From an optimization exercise on the open Yosys and OpenROAD flow, aimed at small area and a short achievable clock period; shortcuts taken in it are not production practice.
Only simulation tests tie the RTL to the original design; equivalence was not proved.
No activity file was given, so power comes from the tool's default toggle rates.

`flow/design.v`:
```
module rc4_memory_bank #(
  parameter int                          S_DEPTH        = 256,
  parameter int                          MSG_DEPTH      = 32,
  parameter int                          DATA_W         = 8,
  parameter logic [MSG_DEPTH*DATA_W-1:0] ENC_INIT_IMAGE =
    256'hc9dc233605081f6271444b5eadb0878a99ecf3c6d5d82f3201141b6e7d40575a
) (
  input  logic              clk,
  input  logic              rst,
  input  logic [7:0]        s_address,
  input  logic [DATA_W-1:0] s_data,
  input  logic              s_wren,
  output logic [DATA_W-1:0] s_q,
  input  logic [7:0]        enc_address,
  output logic [DATA_W-1:0] enc_q,
  input  logic [7:0]        dec_address,
  input  logic [DATA_W-1:0] dec_data,
  input  logic              dec_wren,
  output logic [DATA_W-1:0] dec_q
);
  localparam int S_AW   = $clog2(S_DEPTH);
  localparam int MSG_AW = $clog2(MSG_DEPTH);
  typedef logic [MSG_DEPTH*DATA_W-1:0] enc_image_t;
  logic [DATA_W-1:0] s_mem   [S_DEPTH];
  logic [DATA_W-1:0] dec_mem [MSG_DEPTH];
  enc_image_t        enc_rom;
  assign enc_rom = ENC_INIT_IMAGE;
  logic [S_AW-1:0]   s_addr_q;
  logic [MSG_AW-1:0] enc_addr_q;
  logic [MSG_AW-1:0] dec_addr_q;
  logic              rd_vld_q;
  logic unused_addr_bits;
  assign unused_addr_bits = ^{enc_address[7:MSG_AW], dec_address[7:MSG_AW]};
  always_ff @(posedge clk or negedge rst) begin
    if (!rst) begin
      s_addr_q   <= '0;
      enc_addr_q <= '0;
      dec_addr_q <= '0;
      rd_vld_q   <= 1'b0;
    end else begin
      s_addr_q   <= s_address[S_AW-1:0];
      enc_addr_q <= enc_address[MSG_AW-1:0];
      dec_addr_q <= dec_address[MSG_AW-1:0];
      rd_vld_q   <= 1'b1;
    end
  end
  always_ff @(posedge clk) begin
    if (rst && s_wren) begin
      s_mem[s_address[S_AW-1:0]] <= s_data;
    end
    if (rst && dec_wren) begin
      dec_mem[dec_address[MSG_AW-1:0]] <= dec_data;
    end
  end
  assign s_q   = rd_vld_q ? s_mem[s_addr_q]                       : '0;
  assign enc_q = rd_vld_q ? enc_rom[enc_addr_q*DATA_W +: DATA_W] : '0;
  assign dec_q = rd_vld_q ? dec_mem[dec_addr_q]                   : '0;
endmodule
```
`flow/run.sh`:
```
#!/bin/bash
# synth_recipe.tcl (not shown) runs the flow's synth.tcl, then flattens the netlist and writes it again
# the make line also repeats each setting of config.mk as NAME=value (left out here)
make -C /OpenROAD-flow-scripts/flow DESIGN_CONFIG=/design/flow/config.mk WORK_HOME=/design/flow/orfs CLKGATE_MAP_FILE= SYNTH_SCRIPT=/design/flow/synth_recipe.tcl finish
```
`flow/config.mk`:
```
export PLATFORM = sky130hd
export DESIGN_NAME = rc4_memory_bank
export DESIGN_NICKNAME = rc4_memory_bank
export VERILOG_FILES = /design/flow/design.v
export SDC_FILE = /design/flow/constraint.sdc
export NUM_CORES = 4
export LEC_CHECK = 0
export CAP_MARGIN = 20
export CORE_MARGIN = 2
export CORE_UTILIZATION = 40
export SETUP_SLACK_MARGIN = 0.3
export SLEW_MARGIN = 20
```
`flow/constraint.sdc`:
```
create_clock -name core_clock -period 6.0 [get_ports {clk}]
set_input_delay 1.2000 -clock core_clock [delete_from_list [all_inputs] [get_ports {clk}]]
set_output_delay 1.2000 -clock core_clock [all_outputs]
set_load 0.01 [all_outputs]
```
==> run_results.csv, run 1 <==
group,metric,value,unit
critical_path,cp.buffers_inverters,4,
timing,fmax,177,MHz
critical_path,cp_cell_sequence,"inv_4 -> buf_12 -> o221ai_1 -> a21oi_1 -> nor3_2 -> and3_1 -> nand4_1 -> o41ai_2 -> buf_4 -> clkdlybuf4s50_1",
placement,hpwlAfterDp,145000,um
floorplan,rows,174,
route,drc_errors,0,
yosys,ys_warn_count,1,
yosys,synth_edf_count,2304,
critical_path,cp.required,4800,ps
floorplan,ios,68,
clock_tree,clock_path_buffers,3,
yosys,seq_area_frac_synth,76.9,%
floorplan,core_area,225000,um^2
timing,drv_slew,0,
timing,rsz0062_at_grt,"true",
pwr,power,33.6,mW
clock_tree,cts-root-buf,"clkbuf_16",
cells_and_area,multiInputGateArea,19700,um^2
timing,tightest_slew,1120,ps
timing,finalSetupTns,0,ps
yosys,synth_seq_cells,2323,
clock_tree,clk_pin_slew,60,ps
clock_tree,cts_tree,"built",
timing,holdWs,441,ps
route,antenna_left,0,
placement,dp_cells,7527,
floorplan,initial_utilization,40.3,%
critical_path,crit_family,"buffers and inverters",
route,dr_total_vias,45568,
yosys,synthArstFlopShare,0.818,%
route,drtIter0Drc,4929,
route,dr.pass1.iters,6,
cells_and_area,nets,4839,
clock_tree,htreeDepth,4,
critical_path,crit_fanout,41,
critical_path,cp_slowest_cell,"dfrtp_4",
cells_and_area,final_core_util,46.1,%
floorplan,die_w,480,um
global_routing,antenna_found_initial,9,
yosys,syn_inst,4498,
hold_path,min_path_type,"in -> async",
route,drt-total-wl,235000,um
timing,hold_violations,0,
yosys,syn_area_per_cell,20.1,um^2
global_routing,grt_pass1_wl,333000,um
timing,min_period_over_period,94.1,%
cells_and_area,regArea,69700,um^2
critical_path,end_kind,"output port",
critical_path,startpoint_type,"flop",
global_routing,grt_max_degree,174,
timing,period_minus_slack,5650,ps
yosys,synth_fp_nets,4548,
yosys,syn_area,90500,um^2
critical_path,worstSetupPathType,"reg -> out",
cells_and_area,stdcell_count,7985,
floorplan,die_area,230000,um^2
yosys,synth_ff_type,"edfxtp_1",
route,wl_per_cell,29.4,um
route,detail_route.vias_per_cell,5.71,
critical_path,max_stage_delay,590,ps
cells_and_area,nFillCells,18763,
timing,maxSlewHeadroom,25.4,%
clock_tree,numCtsBuffers,227,
cells_and_area,drive_gt1_share,22.1,%
flow_run,cap_violations,0,
global_routing,grt-ovfl-total,0,
pwr,power-per-cell-area,324,nW/um^2
placement,port-buffer-count,61,
yosys,synth_cell_types,62,
global_routing,grt_pass1_vias,45663,
cells_and_area,area_growth,14.5,%
clock_tree,cts.sinks,2323,
run_status,outcome,"no timing/DRC/antenna violations",
critical_path,crit_arrival,4450,ps
global_routing,grt_use_total,20.1,%
floorplan,die_h,480,um
pwr,vdd_ir_drop_max,0.302,mV
pwr,power_leakage,32.7,nW
placement,gp_congestion,0.836,
timing,setup_viol,0,
cells in the final DEF, fill, tap and decap left out, types with 21 or more instances in the layout:
cell type / instances
a211oi_1: 45
a21oi_1: 64
a22oi_1: 43
buf_12: 28
buf_4: 209
clkbuf_1: 52
clkbuf_16: 228
clkdlybuf4s50_1: 41
clkinv_1: 61
clkinv_2: 38
edfxtp_1: 2304
mux2i_1: 332
mux4_2: 441
nand2_1: 141
nand3_1: 34
nor2_1: 354
nor3_1: 44
nor4_1: 21
o21ai_0: 43
o221ai_1: 67
o22ai_1: 101
path summary, 6_finish.rpt:
kind                                start            end  slack [ps]  cells after the start
max in group asynchronous             rst    s_addr_q[1]        5180                      2
min in group core_clock    enc_address[0]  enc_addr_q[0]         770                      1
worst min-delay path                  rst  dec_addr_q[0]         440                      2
worst max-delay path          s_addr_q[4]         s_q[4]         350                     10
cells by family (layout without fill, tap and decap cells):
kind of cell | Yosys count | count (layout) | share of synthesized area [%]
muxes | 774 | 774 | 14.7
adders and majority gates | 6 | 6 | 0.0829
xor gates and xnor gates | 2 | 2 | 0.0194
other | 1 | 4 | 0.00414
buffers and inverters | 266 | 757 | 1.67
AOI/OAI and AO/OA | 433 | 433 | 3.31
DFF | 2323 | 2323 | 76.9
and+or+nand+nor | 693 | 694 | 3.33
cell type report:
cell class / count / share of cell area, %
Tap cell: 2992 / 3.61
Clock inverter: 143 / 1.30
Multi-Input combinational cell: 1910 / 19.0
Sequential cell: 2323 / 67.2
Clock buffer: 287 / 5.78
Inverter: 7 / 0.0302
Timing Repair Buffer: 320 / 3.03
Antenna cell: 3 / 0.00724
routing by layer:
layer	global-route usage, %	part of all wire, %	wire length (um)	vias up
met5	0	0.0055	13	-
met4	6.51	3.4	7910	2
met3	3.28	6.5	15200	333
met2	32.9	49	115000	1671
met1	27.5	41	96500	24362
li1	-	-	-	19200
report_power, final:
group          internal (mW)  switching [mW]  total [mW]
registers               17.9          0.0408        17.9
clock network           7.75            6.18        13.9
logic                  0.615            1.12        1.73
total                   26.2            7.34        33.6
flip-flops by register name, indices dropped and copies added (netlist names):
register / count
dec_addr_q: 5
rd_vld_q: 1
enc_addr_q: 5
s_addr_q: 8
dec_mem: 256
s_mem: 2048
what timing repair did:
item                       CTS  global route
gates resized for setup     48            28
cloned                       4             1
hold buffers                 0             0
setup buffers               17             2
setup endpoints to repair    8             5
pin swaps                    6             8
cells in the mapped netlist (5+ instances only):
library cell	number	share of area [%]
a2111oi_0	6	0.058
a211oi_1	48	0.40
a21o_1	5	0.041
a21oi_1	64	0.35
a22oi_1	44	0.36
a31oi_1	7	0.048
and2_1	6	0.041
buf_1	12	0.050
buf_2	63	0.35
buf_4	26	0.22
buf_6	29	0.36
buf_8	6	0.10
clkbuf_1	120	0.50
dfrtp_1	19	0.53
edfxtp_1	2304	76
ha_1	6	0.083
inv_1	6	0.025
mux2i_1	333	3.7
mux4_2	441	11
nand2_1	150	0.62
nand2b_1	8	0.055
nand3_1	35	0.19
nand3b_1	6	0.050
nand4_1	16	0.11
nor2_1	356	1.5
nor2b_1	20	0.14
nor3_1	46	0.25
nor4_1	23	0.16
o211ai_1	6	0.050
o21ai_0	44	0.24
o221ai_1	76	0.74
o22ai_1	109	0.75
or3_1	8	0.055
per-stage QoR:
| step | setup slack [ps] | instance area [um^2] |
|---|---|---|
| after floorplan | 2610 | 90500 |
| after global placement | 599 | 95600 |
| after detailed placement | 506 | 95600 |
| after CTS | 239 | 104000 |
| after global routing | 274 | 104000 |
| final | 352 | 104000 |
==> run 2, diff against run 1 <==
==> flow/design.v (replaced) <==
module rc4_memory_bank #(
  parameter int                          S_DEPTH        = 256,
  parameter int                          MSG_DEPTH      = 32,
  parameter int                          DATA_W         = 8,
  parameter logic [MSG_DEPTH*DATA_W-1:0] ENC_INIT_IMAGE =
    256'hc9dc233605081f6271444b5eadb0878a99ecf3c6d5d82f3201141b6e7d40575a
) (
  input  logic              clk,
  input  logic              rst,
  input  logic [7:0]        s_address,
  input  logic [DATA_W-1:0] s_data,
  input  logic              s_wren,
  output logic [DATA_W-1:0] s_q,
  input  logic [7:0]        enc_address,
  output logic [DATA_W-1:0] enc_q,
  input  logic [7:0]        dec_address,
  input  logic [DATA_W-1:0] dec_data,
  input  logic              dec_wren,
  output logic [DATA_W-1:0] dec_q
);
  localparam int S_AW   = $clog2(S_DEPTH);
  localparam int MSG_AW = $clog2(MSG_DEPTH);
  localparam int S_LW   = S_AW / 2;
  localparam int S_HW   = S_AW - S_LW;
  localparam int M_LW   = MSG_AW / 2;
  localparam int M_HW   = MSG_AW - M_LW;
  logic [S_AW-1:0] s_a;
  assign s_a = s_address[S_AW-1:0];
  logic [(1<<S_LW)-1:0] s_lo, s_lo_w;
  logic [(1<<S_HW)-1:0] s_hi;
  logic                 s_we;
  assign s_we = rst & s_wren;
  always_comb begin
    for (int l = 0; l < (1<<S_LW); l++) begin
      s_lo[l]   = (s_a[S_LW-1:0] == l[S_LW-1:0]);
      s_lo_w[l] = s_lo[l] & s_we;
    end
    for (int h = 0; h < (1<<S_HW); h++)
      s_hi[h] = (s_a[S_AW-1:S_LW] == h[S_HW-1:0]);
  end
  logic [DATA_W-1:0] s_mem [S_DEPTH];
  logic [DATA_W-1:0] s_rd;
  always_ff @(posedge clk) begin
    for (int w = 0; w < S_DEPTH; w++)
      if (s_hi[w >> S_LW] & s_lo_w[w % (1<<S_LW)])
        s_mem[w] <= s_data;
  end
  always_comb begin
    s_rd = '0;
    for (int w = 0; w < S_DEPTH; w++)
      s_rd = s_rd | (s_mem[w] & {DATA_W{s_hi[w >> S_LW] & s_lo[w % (1<<S_LW)]}});
  end
  always_ff @(posedge clk or negedge rst) begin
    if (!rst) s_q <= '0;
    else      s_q <= s_wren ? s_data : s_rd;
  end
  logic [MSG_AW-1:0] d_a;
  assign d_a = dec_address[MSG_AW-1:0];
  logic [(1<<M_LW)-1:0] d_lo, d_lo_w;
  logic [(1<<M_HW)-1:0] d_hi;
  logic                 d_we;
  assign d_we = rst & dec_wren;
  always_comb begin
    for (int l = 0; l < (1<<M_LW); l++) begin
      d_lo[l]   = (d_a[M_LW-1:0] == l[M_LW-1:0]);
      d_lo_w[l] = d_lo[l] & d_we;
    end
    for (int h = 0; h < (1<<M_HW); h++)
      d_hi[h] = (d_a[MSG_AW-1:M_LW] == h[M_HW-1:0]);
  end
  logic [DATA_W-1:0] dec_mem [MSG_DEPTH];
  logic [DATA_W-1:0] d_rd;
  always_ff @(posedge clk) begin
    for (int w = 0; w < MSG_DEPTH; w++)
      if (d_hi[w >> M_LW] & d_lo_w[w % (1<<M_LW)])
        dec_mem[w] <= dec_data;
  end
  always_comb begin
    d_rd = '0;
    for (int w = 0; w < MSG_DEPTH; w++)
      d_rd = d_rd | (dec_mem[w] & {DATA_W{d_hi[w >> M_LW] & d_lo[w % (1<<M_LW)]}});
  end
  always_ff @(posedge clk or negedge rst) begin
    if (!rst) dec_q <= '0;
    else      dec_q <= dec_wren ? dec_data : d_rd;
  end
  logic [MSG_DEPTH*DATA_W-1:0] enc_rom;
  assign enc_rom = ENC_INIT_IMAGE;
  always_ff @(posedge clk or negedge rst) begin
    if (!rst) enc_q <= '0;
    else      enc_q <= enc_rom[enc_address[MSG_AW-1:0]*DATA_W +: DATA_W];
  end
  logic unused_addr_bits;
  assign unused_addr_bits = ^{s_address, enc_address[7:MSG_AW], dec_address[7:MSG_AW]};
endmodule
==> run_results.csv, run 2 <==
group,metric,value,unit
run_status,outcome,"no timing/DRC/antenna violations",
cells_and_area,drive_gt1_share,25.2,%
timing,fin_skew,50.2,ps
hold_path,min_path_type,"in -> async",
cells_and_area,final_common_cell,"edfxtp_1",
critical_path,worstSetupPathType,"in -> reg",
yosys,synthMostInstantiatedCell,"edfxtp_1",
floorplan,rows,171,
yosys,synthArstFlopShare,1.03,%
timing,period_minus_slack,5670,ps
cells_and_area,final_cell_mix,"edfxtp_1 (2,304), buf_4 (942), a22oi_1 (471)",
yosys,netlist.area_leader.share,78.8,%
critical_path,end_kind,"flop",
route,drt-total-wl,588000,um
cells_and_area,final_cell_area,109000,um^2
cells_and_area,multiInputGateArea,17300,um^2
yosys,seq_area_frac_synth,79.5,%
global_routing,antenna_found_initial,98,
global_routing,grt_pass1_vias,62340,
timing,setup_viol,0,
route,drc_errors,0,
pwr,swShare,22.9,%
pwr,vdd_ir_drop_max,0.255,mV
route,antenna_left,0,
global_routing,grt_use_total,51.6,%
clock_tree,cts_tree,"built",
timing,maxSlewHeadroom,6.09,%
route,dr_total_vias,72521,
yosys,synth_area_leaders,"edfxtp_1 (79%), a22oi_1 (4.0%), a32oi_1 (2.0%)",
critical_path,r2r_slack,1820,ps
yosys,synth_fp_nets,5215,
placement,gp_congestion,1.13,
timing,layout_setup_ws,328,ps
critical_path,startpoint_type,"primary input",
clock_tree,cts_resized,0,
yosys,synth_largest_area_cell,"edfxtp_1",
critical_path,cp_cell_sequence,"clkdlybuf4s50_1 -> buf_12 -> or4b_2 -> buf_4 -> nor2_1 -> buf_4 -> a22oi_1 -> nand4_1 -> or4_1 -> nor3_1 -> buf_4 -> a41oi_1 -> buf_4",
route,dr.pass1.iters,19,
floorplan,die_w,473,um
critical_path,critPathMostFrequentCell,"buf_4",
floorplan,ios,68,
pwr,clkPwrFrac,45.5,%
clock_tree,post_cts_buffers,0,
clock_tree,clock_latency,950,ps
critical_path,max_stage_delay,850,ps
critical_path,crit_family,"simple AND/OR/NAND/NOR gates",
placement,hpwlAfterDp,416000,um
global_routing,grt_pass1_wl,723000,um
timing,finalSetupTns,0,ps
clock_tree,clk_pin_slew,60,ps
route,drtIter0Drc,19355,
critical_path,cp.buffers_inverters,6,
yosys,yosys-top-cells-count,"edfxtp_1 (2,304), a22oi_1 (471), nor2_1 (355)",
clock_tree,htreeDepth,5,
critical_path,crit_arrival,6510,ps
global_routing,grt_max_degree,143,
timing,drv_slew,0,
placement,port-buffer-count,61,
timing,fmax,176,MHz
pwr,power_frac_comb,4.8,%
cells_and_area,regArea,69800,um^2
critical_path,cp_slowest_cell,"nor3_1",
route,detail_route.vias_per_cell,7.78,
pwr,power_leakage,35.7,nW
clock_tree,cts_hold_buf,0,
clock_tree,numCtsBuffers,276,
yosys,synth_ff_type,"edfxtp_1",
floorplan,core_area,218000,um^2
pwr,power-per-cell-area,330,nW/um^2
placement,post_dp_cell_area,101000,um^2
floorplan,die_area,223000,um^2
yosys,ys_warn_count,3,
clock_tree,cts-root-buf,"clkbuf_16",
clock_tree,clock_path_buffers,4,
yosys,synth_edf_count,2304,
timing,min_period_over_period,94.5,%
yosys,synth_seq_cells,2328,
flow_run,cap_violations,0,
route,wl_per_cell,63.2,um
yosys,synth_cell_types,69,
placement,pre_cts_slack,-84.6,ps
pwr,pwr-share-seq,49.7,%
cells_and_area,nFillCells,18212,
critical_path,crit_fanout,32,
global_routing,grt-ovfl-total,0,
cells_and_area,area_growth,24.6,%
timing,tightest_slew,1410,ps
floorplan,initial_utilization,40.4,%
clock_tree,cts.sinks,2328,
yosys,syn_area,87800,um^2
timing,rsz0062_at_grt,"false",
timing,hold_violations,0,
cells_and_area,largest_reg_flops,2048,
cells_and_area,nets,6243,
pwr,internal_power,27.8,mW
yosys,syn_inst,5164,
pwr,switchingPower,8.25,mW
critical_path,cp.required,6840,ps
yosys,syn_area_per_cell,17.0,um^2
floorplan,die_h,473,um
[run 2: worst paths after layout]
check                                    start  endpoint  cells past startpoint
worst max-delay path              s_address[0]    s_q[4]                     13
worst min-delay path                       rst    s_q[6]                      2
worst max register to register    s_mem[15][7]    s_q[7]                      8
worst min register to register  dec_mem[14][1]  dec_q[1]                      2
max in group asynchronous                  rst  enc_q[2]                      3
min in group core_clock         dec_mem[14][1]  dec_q[1]                      2
[run 2: cells by family after synthesis]
| logic type | count (synthesis) | synth area share (%) |
|---|---|---|
| mux | 7 | 0.0969 |
| compound gates | 1253 | 11.2 |
| buf+inv | 379 | 1.95 |
| flops | 2328 | 79.5 |
| fa+ha+maj | 7 | 0.0997 |
| simple gates | 1189 | 7.12 |
| xor+xnor | 1 | 0.00998 |
[run 2: power by group through the flow]
stage | logic (mW) | clock network [mW] | registers, mW
2_1_floorplan | 0.381 | 0 | 18.3
3_3_place_gp | 1.57 | 0 | 18.3
3_5_place_dp | 1.58 | 0 | 18.3
4_1_cts | 1.58 | 16.3 | 17.9
5_1_grt | 1.62 | 16.9 | 17.9
6_report | 1.72 | 16.4 | 17.9
[run 2: layout make-up]
class / count / area share (%)
Clock inverter: 113 / 0.913
Timing Repair Buffer: 1119 / 9.13
Multi-Input combinational cell: 2457 / 15.8
Clock buffer: 358 / 6.84
Inverter: 10 / 0.0343
Tap cell: 2854 / 3.26
Antenna cell: 79 / 0.181
Sequential cell: 2328 / 63.8
[run 2: through the flow]
step                std cells  hold WS, ps  total power, mW  utilization [%]
floorplan                5164          507             18.7                -
global placement         8764          541             19.8             46.3
detailed placement       8767          531             19.9             46.3
CTS                      9238          409             35.8             50.2
global route             9248          411             36.4             50.2
finish                   9318          464             36.1             50.3
[run 2: per-layer routing]
metal / global-route usage [%] / routed length (um)
met5: 3.40 / 1270
met4: 41.8 / 61300
met3: 29.6 / 107000
met2: 66.1 / 222000
met1: 62.0 / 197000
==> run 3, diff against run 2 <==
--- a/flow/design.v
+++ b/flow/design.v
@@ -47,6 +47,22 @@
   end
+  logic [S_DEPTH-1:0] s_rsel;
+  always_comb
+    for (int w = 0; w < S_DEPTH; w++)
+      s_rsel[w] = s_hi[w >> S_LW] & s_lo[w % (1<<S_LW)];
+  localparam int S_NL = (S_DEPTH + 2) / 3;
+  logic [DATA_W-1:0] s_leaf_n [S_NL];
+  for (genvar g = 0; g < S_NL; g++) begin : g_s_leaf
+    localparam int N = (S_DEPTH - 3*g) < 3 ? (S_DEPTH - 3*g) : 3;
+    logic [N*DATA_W-1:0] words;
+    for (genvar i = 0; i < N; i++) begin : g_w
+      assign words[i*DATA_W +: DATA_W] = s_mem[3*g+i];
+    end
+    rc4mb_aoi #(.N(N), .W(DATA_W)) u_leaf (
+      .sel(s_rsel[3*g +: N]), .words(words), .q_n(s_leaf_n[g])
+    );
+  end
   always_comb begin
-    s_rd = '0;
-    for (int w = 0; w < S_DEPTH; w++)
-      s_rd = s_rd | (s_mem[w] & {DATA_W{s_hi[w >> S_LW] & s_lo[w % (1<<S_LW)]}});
+    s_rd = '1;
+    for (int g = 0; g < S_NL; g++) s_rd = s_rd & s_leaf_n[g];
+    s_rd = ~s_rd;
   end
@@ -95 +111,16 @@
 endmodule
+module rc4mb_aoi #(
+  parameter int N = 3,
+  parameter int W = 8
+) (
+  input  logic [N-1:0]   sel,
+  input  logic [N*W-1:0] words,
+  output logic [W-1:0]   q_n
+);
+  logic [W-1:0] q;
+  always_comb begin
+    q = '0;
+    for (int i = 0; i < N; i++) q = q | (words[i*W +: W] & {W{sel[i]}});
+  end
+  assign q_n = ~q;
+endmodule
--- a/flow/config.mk
+++ b/flow/config.mk
@@ -10,3 +10,5 @@
 export CORE_UTILIZATION = 40
-export SETUP_SLACK_MARGIN = 0.3
+export SETUP_SLACK_MARGIN = 3.2
 export SLEW_MARGIN = 20
+export SYNTH_HIERARCHICAL = 1
+export SYNTH_MINIMUM_KEEP_SIZE = 0
==> run_results.csv, run 3 <==
group,metric,value,unit
run_status,outcome,"no timing/DRC/antenna violations",
critical_path,rr_startpoint,"s_mem[162][6]",
global_routing,grt-ovfl-total,0,
critical_path,crit_arrival,4180,ps
cells_and_area,drive_gt1_share,23.8,%
global_routing,antenna_found_initial,5,
critical_path,crit_family,"simple AND/OR/NAND/NOR gates",
cells_and_area,largest_reg_flops,2048,
critical_path,cp_slowest_cell,"a222oi_1",
placement,hpwlAfterDp,136000,um
global_routing,grt_pass1_vias,46660,
yosys,synth_cell_types,65,
route,drc_errors,0,
yosys,synthArstFlopShare,1.03,%
critical_path,crit_start,"s_address[1]",
floorplan,die_area,215000,um^2
yosys,synth_edf_count,2304,
floorplan,initial_utilization,40.3,%
cells_and_area,final_common_cell,"edfxtp_1",
cells_and_area,multiInputGateArea,15600,um^2
critical_path,critPathMostFrequentCell,"buf_4",
route,dr_total_vias,48541,
timing,setup_viol,0,
clock_tree,cts_tree,"built",
clock_tree,cts.sinks,2328,
clock_tree,htreeDepth,4,
critical_path,reg2reg_depth,8,
yosys,synth_fp_nets,4589,
critical_path,worstSetupPathType,"in -> reg",
clock_tree,cts-root-buf,"clkbuf_16",
route,detail_route.vias_per_cell,6.18,
yosys,synth_ff_type,"edfxtp_1",
yosys,syn_inst,4538,
timing,hold_violations,0,
pwr,internal_power,25.9,mW
critical_path,crit_fanout,8,
yosys,synth_seq_cells,2328,
timing,min_period_over_period,57.7,%
critical_path,cp.required,6710,ps
timing,fin_skew,84.9,ps
floorplan,die_w,464,um
critical_path,max_stage_delay,650,ps
yosys,synth_area_leaders,"edfxtp_1 (82%), a222oi_1 (8.1%), nor2_1 (2.5%)",
global_routing,grt_use_total,20.8,%
timing,maxSlewHeadroom,24.1,%
critical_path,cp.depth,14,
yosys,synth_largest_area_cell,"edfxtp_1",
pwr,clkPwrFrac,42.1,%
pwr,vdd_ir_drop_max,0.327,mV
placement,gp_congestion,0.850,
pwr,power_leakage,30.8,nW
placement,pre_cts_slack,-74.0,ps
floorplan,die_h,464,um
yosys,syn_area_per_cell,18.6,um^2
pwr,swShare,21.0,%
cells_and_area,final_cell_mix,"edfxtp_1 (2,304), a222oi_1 (683), nor2_2 (301)",
critical_path,crit_end,"s_q[6]",
yosys,seq_area_frac_synth,82.5,%
yosys,netlist.area_leader.share,81.8,%
timing,fmax,289,MHz
clock_tree,clk_pin_slew,60,ps
timing,holdWs,685,ps
hold_path,min_path_type,"reg -> reg",
pwr,switchingPower,6.91,mW
route,drtIter0Drc,8606,
pwr,power_frac_comb,3.3,%
cells_and_area,nFillCells,17387,
yosys,ys_warn_count,14,
timing,period_minus_slack,3460,ps
timing,rsz0062_at_grt,"true",
clock_tree,cts_hold_buf,0,
timing,layout_setup_ws,2540,ps
critical_path,startpoint_type,"primary input",
floorplan,core_area,210000,um^2
pwr,power-per-cell-area,327,nW/um^2
critical_path,cp_cell_sequence,"buf_8 -> buf_12 -> nand3_4 -> buf_12 -> buf_4 -> nor2_2 -> a222oi_1 -> nand4_1 -> nor4_2 -> buf_4 -> nand2_4 -> nor4_4 -> buf_4 -> a32oi_1",
timing,tightest_slew,1110,ps
critical_path,end_kind,"flop",
timing,drv_slew,0,
route,dr.pass1.iters,8,
route,antenna_left,0,
cells_and_area,nets,4916,
clock_tree,numCtsBuffers,227,
placement,port-buffer-count,61,
critical_path,r2r_end,"s_q[6]",
pwr,pwr-share-seq,54.7,%
global_routing,grt_max_degree,192,
route,wl_per_cell,29.5,um
clock_tree,clock_latency,900,ps
route,drt-total-wl,231000,um
yosys,syn_area,84600,um^2
floorplan,rows,168,
flow_run,cap_violations,0,
critical_path,cp.buffers_inverters,6,
cells_and_area,regArea,69800,um^2
global_routing,grt_pass1_wl,331000,um
clock_tree,clock_path_buffers,3,
yosys,yosys-top-cells-count,"edfxtp_1 (2,304), a222oi_1 (683), nor2_1 (558)",
yosys,synthMostInstantiatedCell,"edfxtp_1",
critical_path,r2r_slack,3260,ps
cells_and_area,area_growth,18.9,%
floorplan,ios,68,
==> run 3: logic make-up (layout without fill, tap and decap cells) <==
logic type	Yosys count	count (layout)	synth area share [%]
simple gates	1037	1039	5.85
mux	35	35	0.490
fa+ha+maj	7	7	0.104
xor+xnor	1	1	0.0104
compound gates	801	801	9.21
other cells	0	3	0
flops	2328	2328	82.5
buf+inv	329	838	1.80
==> run 3: what timing repair did <==
item / in CTS / in global routing
gates cloned: 4 / 1
gates resized for setup: 478 / 163
buffers inserted: 110 / 73
setup endpoints to repair: 2285 / 456
pin swaps: 175 / 102
==> run 3: worst min path at each step <==
stage,cells past startpoint,start,to
2_1_floorplan,3,dec_mem[24][4],dec_q[4]
3_3_place_gp,3,dec_mem[14][3],dec_q[3]
3_5_place_dp,3,dec_mem[14][3],dec_q[3]
4_1_cts,3,dec_mem[14][3],dec_q[3]
5_1_grt,3,dec_mem[14][3],dec_q[3]
6_report,3,dec_mem[23][2],dec_q[2]
==> run 3: layout make-up <==
cell class	instances	area share [%]
clock buffer	274	5.83
tap	2805	3.49
clock inverter	139	1.36
sequential	2328	69.4
antenna	3	0.00747
inverter	19	0.0709
multi-input combinational	1883	15.5
timing repair buffer	406	4.35
==> run 3: routing by layer <==
| layer | vias up | routed length (um) | GRT usage (%) |
|---|---|---|---|
| met4 | 2 | 5530 | 5.46 |
| li1 | 20384 | - | - |
| met5 | - | 8 | 0 |
| met2 | 2709 | 112000 | 33.0 |
| met3 | 316 | 21800 | 3.93 |
| met1 | 25130 | 92400 | 29.5 |
==> run 3: worst register-to-register path, stage by stage, from the launching register on <==
cell,delay [ps]
edfxtp_1,370
a222oi_1,740
nand4_1,370
nor4_2,330
buf_4,180
nand2_4,80
nor4_4,240
buf_4,170
a32oi_1,90
==> run 3: stage by stage <==
| step | util (%) | setup TNS (ps) | total power [mW] | std cells | cell area [um^2] |
|---|---|---|---|---|---|
| after global placement | 42.6 | 0 | 19.2 | 7252 | 89300 |
| after global routing | 47.9 | 0 | 33.7 | 7856 | 101000 |
| after floorplan | - | 0 | 18.5 | 4538 | 85300 |
| after CTS | 47.3 | 0 | 32.9 | 7779 | 99200 |
| final | 47.9 | 0 | 32.8 | 7857 | 101000 |
| after detailed placement | 42.6 | -74.0 | 19.2 | 7252 | 89300 |
==> run 3: power groups by stage <==
stage               Clock [mW]  Combinational (mW)  Sequential (mW)
CTS                       14.0                1.01             17.9
global placement             0               0.878             18.3
global route              14.6                1.11             17.9
detailed placement           0               0.894             18.3
floorplan                    0               0.264             18.3
finish                    13.8                1.07             17.9
==> run 4, diff against run 3 <==
--- a/flow/config.mk
+++ b/flow/config.mk
@@ -10,3 +10,3 @@
 export CORE_UTILIZATION = 40
-export SETUP_SLACK_MARGIN = 3.2
+export SETUP_SLACK_MARGIN = 2.5
 export SLEW_MARGIN = 20
==> run_results.csv, run 4 <==
group,metric,value,unit
route,wl_per_cell,29.3,um
placement,pre_cts_slack,296,ps
timing,fin_skew,53.1,ps
route,antenna_left,0,
route,drt-total-wl,227000,um
cells_and_area,final_common_cell,"edfxtp_1",
global_routing,grt_pass1_wl,325000,um
yosys,yosys-top-cells-count,"edfxtp_1 (2,304), a222oi_1 (683), nor2_1 (558)",
yosys,syn_area_per_cell,18.6,um^2
pwr,vdd_ir_drop_max,0.326,mV
critical_path,cp.required,6480,ps
global_routing,grt-ovfl-total,0,
global_routing,grt_max_degree,150,
clock_tree,cts_hold_buf,0,
critical_path,crit_fanout,16,
yosys,syn_inst,4538,
critical_path,startpoint_type,"primary input",
flow_run,cap_violations,0,
timing,period_minus_slack,3610,ps
floorplan,initial_utilization,40.3,%
pwr,power-per-cell-area,341,nW/um^2
yosys,synthArstFlopShare,1.03,%
hold_path,min_path_type,"in -> async",
yosys,ys_warn_count,14,
yosys,netlist.area_leader.share,81.8,%
timing,finalSetupTns,0,ps
clock_tree,clock_latency,870,ps
run_status,outcome,"no timing/DRC/antenna violations",
placement,post_dp_cell_area,88800,um^2
cells_and_area,drive_gt1_share,15.0,%
pwr,power_leakage,30.0,nW
clock_tree,cts_tree,"built",
timing,layout_setup_ws,2390,ps
yosys,synth_fp_nets,4589,
critical_path,end_kind,"flop",
floorplan,die_w,464,um
yosys,synthMostInstantiatedCell,"edfxtp_1",
timing,setup_viol,0,
cells_and_area,final_cell_area,97900,um^2
floorplan,core_area,210000,um^2
floorplan,ios,68,
cells_and_area,nets,4791,
pwr,power,33.3,mW
critical_path,crit_start,"s_wren",
cells_and_area,largest_reg_flops,2048,
global_routing,antenna_found_initial,9,
critical_path,crit_arrival,4100,ps
clock_tree,cts-root-buf,"clkbuf_16",
route,dr_total_vias,47773,
timing,tightest_slew,1170,ps
floorplan,die_area,215000,um^2
placement,hpwlAfterDp,138000,um
route,dr.pass1.iters,10,
clock_tree,cts.sinks,2328,
yosys,synth_area_leaders,"edfxtp_1 (82%), a222oi_1 (8.1%), nor2_1 (2.5%)",
timing,drv_slew,0,
timing,holdWs,585,ps
cells_and_area,final_cell_mix,"edfxtp_1 (2,304), a222oi_1 (683), nor2_1 (493)",
placement,port-buffer-count,61,
timing,maxSlewHeadroom,22.3,%
global_routing,grt_use_total,20.4,%
critical_path,worstSetupPathType,"in -> reg",
route,drtIter0Drc,8313,
global_routing,grt_pass1_vias,46209,
timing,fmax,277,MHz
placement,gp_congestion,0.863,
floorplan,rows,168,
clock_tree,clock_path_buffers,3,
yosys,synth_cell_types,65,
yosys,seq_area_frac_synth,82.5,%
yosys,synth_seq_cells,2328,
timing,hold_violations,0,
yosys,synth_largest_area_cell,"edfxtp_1",
timing,min_period_over_period,60.2,%
clock_tree,numCtsBuffers,227,
cells_and_area,area_growth,15.7,%
yosys,synth_edf_count,2304,
clock_tree,clk_pin_slew,60,ps
yosys,syn_area,84600,um^2
timing,rsz0062_at_grt,"true",
floorplan,die_h,464,um
route,drc_errors,0,
route,detail_route.vias_per_cell,6.17,
yosys,synth_ff_type,"edfxtp_1",
critical_path,rr_startpoint,"s_mem[162][6]",
clock_tree,htreeDepth,4,
## run 4: cell count changes in the layout (fill, tap and decap cells not counted), moves of 15 or more
cell | previous run | this run
nor2_1 | 196 | 493
buf_4 | 240 | 181
nor2_2 | 301 | 62
buf_6 | 31 | 5
clkdlybuf4s50_1 | 15 | 40
nor2_4 | 61 | 3
clkinv_1 | 58 | 43
nor3_1 | 8 | 23
dlygate4sd2_1 | 16 | 1
buf_12 | 67 | 35
## run 4: worst max-delay path, cell delays in order
cell and delay (ps):
clkdlybuf4s50_1 510, and2_1 530, nand3_1 890, nor2_1 950
## run 4: path summary, 6_finish.rpt
check / cells past startpoint / slack (ps) / endpoint
worst min-delay path: 2 / 590 / dec_q[1]
worst max-delay path: 4 / 2390 / s_mem[27][3]
min in group core_clock: 3 / 660 / dec_q[3]
worst max register to register: 8 / 3270 / s_q[6]
max in group asynchronous: 3 / 4750 / s_q[4]
worst min register to register: 3 / 660 / dec_q[3]
## run 4: cell type report
class                   instances  area [um^2]
clock inverters               137         1620
multi-input cells            1882        14100
inverters                      19         71.3
flip-flops and latches       2328        69800
fillers                     17568       112000
diodes                          2         5.00
clock buffers                 287         5990
well taps                    2805         3510
repair buffers                282         2790
## run 4: report_power, final
part	switching [mW]	internal [mW]	total, mW
sequential	0.0258	17.9	17.9
clock	6.11	8.34	14.4
combinational	0.696	0.246	0.941
total	6.83	26.5	33.3
## run 4: metal layers
metal  vias up  GRT usage, %  wire, um
met2      2656          32.9    109000
met5         -             0        45
met3       342          3.70     20400
met1     24668          28.3     90900
li1      20101             -         -
met4         6          6.37      6500
## run 4: repair_timing
action | in CTS | in global routing
buffers inserted | 44 | 14
resized for setup | 146 | 89
setup endpoints to repair | 767 | 428
cloned | 1 | 1
pin swaps | 57 | 58
## run 4: per-stage QoR
stage / utilization, % / cells
after floorplan: - / 4538
after global placement: 42.3 / 7256
after detailed placement: 42.3 / 7256
after CTS: 46.4 / 7725
after global routing: 46.6 / 7742
final: 46.6 / 7742
## run 4: logic make-up after synthesis
logic type,count (synthesis),share of synthesized area [%]
compound gates,801,9.21
xor+xnor,1,0.0104
fa+ha+maj,7,0.104
buf+inv,329,1.80
flops,2328,82.5
mux,35,0.490
simple gates,1037,5.85
==> run 5, diff against run 4 <==
--- a/flow/config.mk
+++ b/flow/config.mk
@@ -10,3 +10,3 @@
 export CORE_UTILIZATION = 40
-export SETUP_SLACK_MARGIN = 2.5
+export SETUP_SLACK_MARGIN = 0.3
 export SLEW_MARGIN = 20
==> run_results.csv, run 5 <==
group,metric,value,unit
yosys,synth_area_leaders,"edfxtp_1 (82%), a222oi_1 (8.1%), nor2_1 (2.5%)",
yosys,synth_edf_count,2304,
yosys,yosys-top-cells-count,"edfxtp_1 (2,304), a222oi_1 (683), nor2_1 (558)",
clock_tree,cts-root-buf,"clkbuf_16",
global_routing,grt_pass1_wl,327000,um
placement,gp_congestion,0.854,
pwr,power_leakage,29.3,nW
yosys,synthArstFlopShare,1.03,%
global_routing,grt_max_degree,195,
cells_and_area,nFillCells,17879,
yosys,syn_inst,4538,
pwr,pwr-share-seq,54.8,%
yosys,synth_fp_nets,4589,
timing,holdWs,618,ps
critical_path,worstSetupPathType,"in -> reg",
floorplan,core_area,210000,um^2
yosys,netlist.area_leader.share,81.8,%
timing,fmax,191,MHz
cells_and_area,final_cell_mix,"edfxtp_1 (2,304), a222oi_1 (683), nor2_1 (557)",
critical_path,end_kind,"flop",
floorplan,ios,68,
yosys,synth_cell_types,65,
yosys,syn_area_per_cell,18.6,um^2
timing,period_minus_slack,5250,ps
floorplan,die_h,464,um
critical_path,crit_arrival,5940,ps
pwr,clkPwrFrac,42.5,%
timing,fin_skew,55.5,ps
yosys,synth_ff_type,"edfxtp_1",
yosys,synth_seq_cells,2328,
pwr,power,32.8,mW
yosys,synth_largest_area_cell,"edfxtp_1",
pwr,power-per-cell-area,341,nW/um^2
floorplan,die_w,464,um
hold_path,min_path_type,"in -> async",
clock_tree,clock_latency,870,ps
timing,hold_violations,0,
pwr,switchingPower,6.75,mW
timing,drv_slew,0,
critical_path,crit_start,"s_address[2]",
cells_and_area,largest_reg_flops,2048,
clock_tree,clk_pin_slew,60,ps
clock_tree,htreeDepth,4,
clock_tree,cts_tree,"built",
cells_and_area,final_common_cell,"edfxtp_1",
floorplan,initial_utilization,40.3,%
cells_and_area,nets,4743,
route,detail_route.vias_per_cell,6.20,
critical_path,max_stage_delay,760,ps
global_routing,grt_use_total,20.6,%
route,dr_total_vias,47679,
clock_tree,cts_resized,0,
floorplan,rows,168,
timing,tightest_slew,1130,ps
critical_path,rr_startpoint,"s_mem[9][6]",
run_status,outcome,"no timing/DRC/antenna violations",
critical_path,cp_slowest_cell,"nor4_1",
yosys,seq_area_frac_synth,82.5,%
timing,maxSlewHeadroom,25.0,%
cells_and_area,drive_gt1_share,11.5,%
critical_path,startpoint_type,"primary input",
critical_path,cp_cell_sequence,"clkdlybuf4s50_1 -> nor2_1 -> nand3_2 -> buf_4 -> nor2_1 -> a222oi_1 -> nand4_1 -> nor4_1 -> buf_4 -> nand2_1 -> nor4_1 -> buf_4 -> a32oi_1",
timing,finalSetupTns,0,ps
critical_path,critPathMostFrequentCell,"buf_4",
floorplan,die_area,215000,um^2
route,drtIter0Drc,8358,
cells_and_area,final_core_util,45.8,%
global_routing,grt-ovfl-total,0,
flow_run,cap_violations,0,
critical_path,crit_fanout,15,
clock_tree,cts_hold_buf,0,
clock_tree,cts.sinks,2328,
route,dr.pass1.iters,10,
placement,hpwlAfterDp,139000,um
pwr,vdd_ir_drop_max,0.320,mV
clock_tree,post_cts_buffers,0,
critical_path,crit_family,"simple AND/OR/NAND/NOR gates",
timing,setup_viol,0,
route,antenna_left,0,
global_routing,antenna_found_initial,5,
pwr,internal_power,26.0,mW
yosys,ys_warn_count,14,
global_routing,grt_pass1_vias,46037,
timing,rsz0062_at_grt,"false",
yosys,syn_area,84600,um^2
critical_path,cp.buffers_inverters,4,
timing,min_period_over_period,87.5,%
route,drc_errors,0,
placement,port-buffer-count,61,
route,drt-total-wl,227000,um
clock_tree,clock_path_buffers,3,
pwr,power_frac_comb,2.7,%
clock_tree,numCtsBuffers,225,
cells_and_area,area_growth,13.7,%
pwr,swShare,20.6,%
yosys,synthMostInstantiatedCell,"edfxtp_1",
critical_path,cp.required,6690,ps
route,wl_per_cell,29.6,um
-- run 5: cells by family (layout without fill, tap and decap cells) --
| group | after synthesis | after routing | synth area share, % |
|---|---|---|---|
| buf+inv | 329 | 675 | 1.80 |
| fa+ha+maj | 7 | 7 | 0.104 |
| simple gates | 1037 | 1037 | 5.85 |
| other cells | 0 | 5 | 0 |
| compound gates | 801 | 801 | 9.21 |
| flops | 2328 | 2328 | 82.5 |
| xor+xnor | 1 | 1 | 0.0104 |
| mux | 35 | 35 | 0.490 |
-- run 5: layout make-up --
class | count | area, um^2 | area share [%]
Tap cell | 2805 | 3510 | 3.65
Multi-Input combinational cell | 1881 | 13400 | 13.9
Clock buffer | 285 | 5990 | 6.23
Timing Repair Buffer | 237 | 2110 | 2.19
Sequential cell | 2328 | 69800 | 72.6
Inverter | 19 | 71.3 | 0.0742
Clock inverter | 134 | 1310 | 1.36
Antenna cell | 5 | 12.5 | 0.0130
-- run 5: path summary, 6_finish.rpt --
path	depth (start not counted)	slack (ps)	to
setup / recovery	13	750	s_q[6]
hold / removal	2	620	dec_q[7]
setup reg to reg	8	2710	s_q[6]
hold reg to reg	3	670	dec_q[3]
max in group asynchronous	3	4760	s_q[3]
min in group core_clock	3	670	dec_q[3]
-- run 5: power groups by stage --
stage,Combinational [mW],Sequential (mW),Clock [mW]
floorplan,0.239,18.3,0
global route,0.926,17.9,14.8
finish,0.882,18.0,13.9
CTS,0.883,18.0,14.1
detailed placement,0.882,18.3,0
global placement,0.864,18.3,0
-- run 5: metal layers --
layer,GRT usage (%),wire (um)
met1,28.6,90300
met3,3.81,20500
met4,6.18,6900
met5,0,0
met2,33.0,110000
-- run 5: through the flow --
stage / instance area [um^2] / cells / worst slack, ps
finish: 96200 / 7694 / 751
global route: 96100 / 7691 / 709
CTS: 96100 / 7688 / 792
detailed placement: 88800 / 7269 / -109
global placement: 88800 / 7269 / -102
floorplan: 84600 / 4538 / 2320

==> afterwards: timing with drivers on the ports <==
In the flow no input, the clock included, has a driving cell. The finished layouts below were timed again as built, in two steps. Step 1 (the two cells are an assumption about what drives the block):
set clk [get_ports {clk}]
set_driving_cell -lib_cell sky130_fd_sc_hd__clkbuf_16 $clk
set_driving_cell -lib_cell sky130_fd_sc_hd__buf_2 [delete_from_list [all_inputs] $clk]
Step 2 moves the port delays by t, midway between the first and last clock arrival at a register: inputs arrive t later, outputs are due t later. That takes back most of the time a late clock gives input paths. Slacks: no drivers / after step 1 / after step 2; pairs: no drivers / after step 1.
run	t, ns	setup slack, ns	worst hold slack (ns)	pins driven straight from the clock port
run 1	0.938	0.352 / 0.269 / 0.906	0.441 / 0.389 / 1.326	1
run 2	1.041	0.328 / 0.410 / -0.631	0.464 / 0.382 / 0.521	1
run 3	0.928	2.536 / 2.511 / 1.583	0.685 / 0.685 / 0.685	1
run 4	0.942	2.385 / 2.294 / 1.352	0.585 / 0.518 / 0.656	1
run 5	0.924	0.751 / 0.757 / -0.168	0.618 / 0.550 / 0.666	1
With both steps, setup timing fails in run 2 and run 5, where it was met with ideal ports. The setup slack of run 4, which loses most, moves by -0.091 ns with the drivers and by -1.033 ns with both steps.
